This design comes from an exercise in tuning for small area and few clock cycles on the open sky130 flow, not from production work.
The RTL was checked by simulation tests, not by an equivalence proof against the original design.
The clock port is modelled as an ideal driver; clocking choices that lean on that would not hold on a real chip.
No activity file was given, so power comes from the tool's default toggle rates.

Setup of south:
Design media_box_path_locator_unit, start of the top module:
module media_box_path_locator_unit
(
  input  wire logic        clk,
  input  wire logic        rst_n,
  input  wire logic        in_valid,
  output logic             in_stall,
  input  wire logic [7:0]  in_data_byte,
  input  wire logic        in_end_of_file,
  output logic             out_valid,
  input  wire logic        out_stall,
  output logic [1:0]       out_result_kind,
  output logic [7:0]       out_payload_byte,
  output logic [31:0]      out_payload_size,
  output logic             out_payload_last,
  input  wire logic        cfg_valid,
  output logic             cfg_ready,
  input  wire logic [1:0]  cfg_index,
  input  wire logic [31:0] cfg_data
);
Size in the first run: roughly 1100 cells after synthesis, about 94 I/O pins, ~9000 µm² of cells after synthesis.
==> flow/config.mk <==
export PLATFORM = sky130hd
export DESIGN_NAME = media_box_path_locator_unit
export DESIGN_NICKNAME = media_box_path_locator_unit
export VERILOG_FILES = /design/flow/design.v
export SDC_FILE = /design/flow/constraint.sdc
export NUM_CORES = 4
export LEC_CHECK = 0
export CAP_MARGIN = 20
export CORE_MARGIN = 2
export CORE_UTILIZATION = 40
export SLEW_MARGIN = 20
==> flow/constraint.sdc <==
create_clock -name core_clock -period 6.0 [get_ports {clk}]
set_input_delay 1.2000 -clock core_clock [delete_from_list [all_inputs] [get_ports {clk}]]
set_output_delay 1.2000 -clock core_clock [all_outputs]
set_load 0.01 [all_outputs]
standard.sh (not shown) runs the stock make flow with config.mk's settings and CLKGATE_MAP_FILE= SYNTH_SCRIPT=/design/flow/synth_recipe.tcl, a recipe that flattens the netlist after the stock synthesis.
==> flow/flow/run.sh <==
#!/bin/bash
# Own layout flow: the standard layout (standard.sh, every ORFS step as
# usual) with changes to buffering only:
#  - buffer_ports gives each input and output port the smallest buffer,
#    sky130_fd_sc_hd__buf_1, rather than the tool's own pick;
#  - clock tree synthesis builds the tree from sky130_fd_sc_hd__clkbuf_4
#    and adds no dummy loads; after it, post_cts.tcl sizes each clock
#    buffer up by the number of pins it drives (clkbuf_8 above
#    CLK_BUF_8_ABOVE, clkbuf_16 above CLK_BUF_16_ABOVE), to keep the slew
#    at the flip-flop clock pins low.
# The ORFS logs stay under orfs/logs; make's own output goes to standard.log.
set -euo pipefail
here="$(pwd)"
export BUFFER_PORTS_ARGS="-buffer_cell sky130_fd_sc_hd__buf_1"
export CTS_ARGS="-sink_clustering_enable -repair_clock_nets -dont_use_dummy_load -buf_list sky130_fd_sc_hd__clkbuf_4"
export POST_CTS_TCL="$here/flow/post_cts.tcl"
export CLK_BUF_8_ABOVE=9
export CLK_BUF_16_ABOVE=16
bash standard.sh > standard.log 2>&1
==> flow/flow/post_cts.tcl <==
# After clock tree synthesis: size each clock tree buffer for the load it
# drives, so that the slew at the flip-flop clock pins stays low without
# making every buffer the largest. A buffer's size follows the number of
# pins its output net feeds.
set block [ord::get_db_block]
foreach inst [$block getInsts] {
  set master [[$inst getMaster] getName]
  if {![string match "sky130_fd_sc_hd__clkbuf_*" $master]} { continue }
  set out [$inst findITerm X]
  if {$out eq "NULL"} { continue }
  set net [$out getNet]
  if {$net eq "NULL" || [$net getSigType] ne "CLOCK"} { continue }
  set loads [expr {[llength [$net getITerms]] - 1}]
  if {$loads > $::env(CLK_BUF_16_ABOVE)} {
    set want sky130_fd_sc_hd__clkbuf_16
  } elseif {$loads > $::env(CLK_BUF_8_ABOVE)} {
    set want sky130_fd_sc_hd__clkbuf_8
  } else {
    set want sky130_fd_sc_hd__clkbuf_4
  }
  if {$want ne $master} {
    puts "post_cts: [$inst getName] drives $loads pins: $master -> $want"
    replace_cell [$inst getName] $want
  }
}
detailed_placement
check_placement -verbose
estimate_parasitics -placement
Testbench counts of south, summed over its fixed seeds: cycles 73,859.
diff inputs: south => east
--- a/flow/design.v
+++ b/flow/design.v
@@ -66,24 +66,25 @@
   logic        carry_r, frz_r;
   logic [31:0] ncnt_r;
   logic [31:0] lvl_r;
   logic        ncnt_shift, ncnt_count, lvl_shift, lvl_body;
   logic [1:0]  eff_len;
   logic [31:0] want_type;
   logic [7:0]  want_byte;
   logic        byte_hit, type_hit, last_level, bounded;
   logic [7:0]  sub_len;
   logic [8:0]  sub_sum;
   logic        sub_cin;
   logic [31:0] body, ncnt_inc, cnt_r;
+  logic        hdr_end, inc_cin;
   logic        len_short, len_empty, cnt_end, cnt_hi0;
   logic        lvl_hi0, lvl_lt8, lvl_zero, lvl_out;
   logic        hdr_lo, hdr_sub, fin;
   logic [1:0]  fin_kind;
   logic        pay;
   logic [3:0]  cfg_wr, cfg_keep;
   always_comb begin
     for (int i = 0; i < 4; i++) begin
       cfg_wr[i]   = rst_n && cfg_we && (cfg_index == 2'(i));
       cfg_keep[i] = rst_n && !cfg_wr[i];
     end
   end
@@ -108,65 +109,70 @@
                 ({32{depth_r[2]}} & type_third_r);
     case (hdr_count_r[1:0])
       2'd0:    want_byte = want_type[31:24];
       2'd1:    want_byte = want_type[23:16];
       2'd2:    want_byte = want_type[15:8];
       default: want_byte = want_type[7:0];
     endcase
   end
   assign byte_hit   = (data_byte == want_byte);
   assign type_hit   = match_r && byte_hit && (depth_r[0] || (depth_r[1] && eff_len[1]) || (eff_len == 2'd3));
   assign last_level = depth_r[2] || (depth_r[1] && !(eff_len == 2'd3)) || (eff_len == 2'd1);
   assign bounded    = !depth_r[0];
-  assign cnt_r = ~ncnt_r;
+  assign cnt_r   = ~ncnt_r;
+  assign hdr_end = (phase_r == P_HDR) && (hdr_count_r == HDR_LAST);
+  assign inc_cin = step && (ncnt_count || hdr_end);
   always_comb begin
     logic [31:0] inc_in;
-    logic [4:0]  grp_c;
+    logic [8:0]  grp_c;
     logic        c;
-    inc_in = (phase_r == P_HDR) ? {ncnt_r[31:3], 3'b111} : ncnt_r;
-    grp_c[0] = 1'b1;
-    for (int g = 0; g < 4; g++) begin
-      grp_c[g+1] = grp_c[g] && (&inc_in[8*g +: 8]);
+    inc_in = hdr_end ? {ncnt_r[31:3], 3'b111} : ncnt_r;
+    grp_c[0] = inc_cin;
+    for (int g = 0; g < 8; g++) begin
+      grp_c[g+1] = grp_c[g] && (&inc_in[4*g +: 4]);
       c = grp_c[g];
-      for (int i = 8*g; i < 8*g + 8; i++) begin
+      for (int i = 4*g; i < 4*g + 4; i++) begin
         ncnt_inc[i] = inc_in[i] ^ c;
         c = c && inc_in[i];
       end
     end
+    if (hdr_end) begin
+      ncnt_inc[2:0] = ncnt_r[2:0];
+    end
   end
-  assign body = ~{ncnt_inc[31:3], ncnt_r[2:0]};
+  assign body = ~ncnt_inc;
   assign hdr_lo  = !hdr_count_r[2];
   assign hdr_sub = (hdr_count_r >= 3'd3) && (hdr_count_r != HDR_LAST);
   always_comb begin
     case (hdr_count_r[1:0])
       2'd3:    sub_len = ~data_byte;
       2'd0:    sub_len = ncnt_r[15:8];
       2'd1:    sub_len = ncnt_r[23:16];
       default: sub_len = ncnt_r[31:24];
     endcase
   end
   assign sub_cin = hdr_lo ? 1'b1 : carry_r;
   always_comb begin
     logic c;
     c = sub_cin;
     for (int i = 0; i < 8; i++) begin
       sub_sum[i] = lvl_r[i] ^ sub_len[i] ^ c;
       c = (lvl_r[i] & sub_len[i]) | ((lvl_r[i] ^ sub_len[i]) & c);
     end
     sub_sum[8] = c;
   end
   assign cnt_hi0   = (cnt_r[31:4] == 28'd0);
   assign len_short = cnt_hi0 && !cnt_r[3];
   assign len_empty = cnt_hi0 && (cnt_r[3:0] == 4'd8);
-  assign cnt_end   = cnt_hi0 && (cnt_r[3:0] == 4'd9);
+  assign cnt_end   = cnt_hi0 && (cnt_r[3:0] == 4'd1);
   assign lvl_hi0   = (lvl_r[31:4] == 28'd0);
   assign lvl_lt8   = lvl_hi0 && !lvl_r[3];
   assign lvl_zero  = lvl_hi0 && (lvl_r[3:0] == 4'd0);
   assign lvl_out   = lvl_hi0 && (lvl_r[3:0] == {1'b0, hdr_count_r} + 4'd1) &&
                      (hdr_lo || frz_r);
   always_comb begin
     phase_nxt = phase_r;
     depth_nxt = depth_r;
     match_nxt = match_r;
     ncnt_shift = 1'b0;
     ncnt_count = 1'b0;
     lvl_shift  = 1'b0;
@@ -245,27 +251,25 @@
   always_ff @(posedge clk) begin
     if (!rst_n) begin
       phase_r     <= P_HDR;
       hdr_count_r <= 3'd0;
       depth_r     <= 3'b001;
     end else if (step) begin
       phase_r     <= phase_nxt;
       hdr_count_r <= (end_of_file || (phase_r != P_HDR)) ? 3'd0 : hdr_count_r + 3'd1;
       depth_r     <= depth_nxt;
     end
   end
   always_ff @(posedge clk) begin
-    ncnt_r <= ({32{!(step && (ncnt_shift || ncnt_count))}} & ncnt_r) |
-              ({32{step && ncnt_shift}} & {ncnt_r[23:0], ~data_byte}) |
-              ({32{step && ncnt_count}} & ncnt_inc);
+    ncnt_r <= (step && ncnt_shift) ? {ncnt_r[23:0], ~data_byte} : ncnt_inc;
     lvl_r  <= ({32{!(step && (lvl_shift || lvl_body))}} & lvl_r) |
               ({32{step && lvl_shift}} & {sub_sum[7:0], lvl_r[31:8]}) |
               ({32{step && lvl_body}} & body);
   end
   always_ff @(posedge clk) begin
     if (step) begin
       match_r <= match_nxt;
       if (hdr_sub) begin
         carry_r <= sub_sum[8];
       end
       if (hdr_count_r == 3'd3) begin
         frz_r <= lvl_lt8;
--- outcome ---
Sort east and south by number of ordinary and repair buffers in the finished layout asc -> top: east
Setup slack in east is larger than in south.
Compared with south, east instantiates a smaller number of standard cells.
Diff south -> east: area after synthesis went down, internal power component went up.
Final area shrinks by a few percent when moving from south to east.
Final RePlAce weighted congestion for east: about 4.3% down relative to south
Share of total power in combinational logic on east is up relative to south.
| clock latency on the worst-skew pair | south vs east | ≈ equal |
Global-route wire length before repair in east vs south: down 7.6%
The lower overall power of the completed layout came out of south.
Testbench counts of east, summed over its fixed seeds: cycles 73,859.

## port drivers added, routing unchanged
No port has a modelled driver above. Below, the same layouts with a new extraction and two added sets of constraints.
Step 1 assumes that a clkbuf_16 drives the clock port and a buf_2 every other input.
Step 2, shift: input delay + t, output delay - t, t = (earliest + latest rising clock arrival at the registers) / 2. This alone moves slack from input paths to output paths.
Three values: ideal ports, drivers, drivers and shift; two values: the first two.
run | t, ns | setup WS [ns] | worst data-port slew with drivers (ns) | pins driven straight from the clock port
south | 0.486 | 0.583 / 0.583 / 0.340 | 0.07 | 1
east | 0.490 | 0.603 / 0.603 / 0.358 | 0.06 | 1
After both steps setup and hold are still met in every run listed. For east, which loses most, drivers alone change the setup slack by 0.000 ns; drivers and shift together by -0.245 ns.
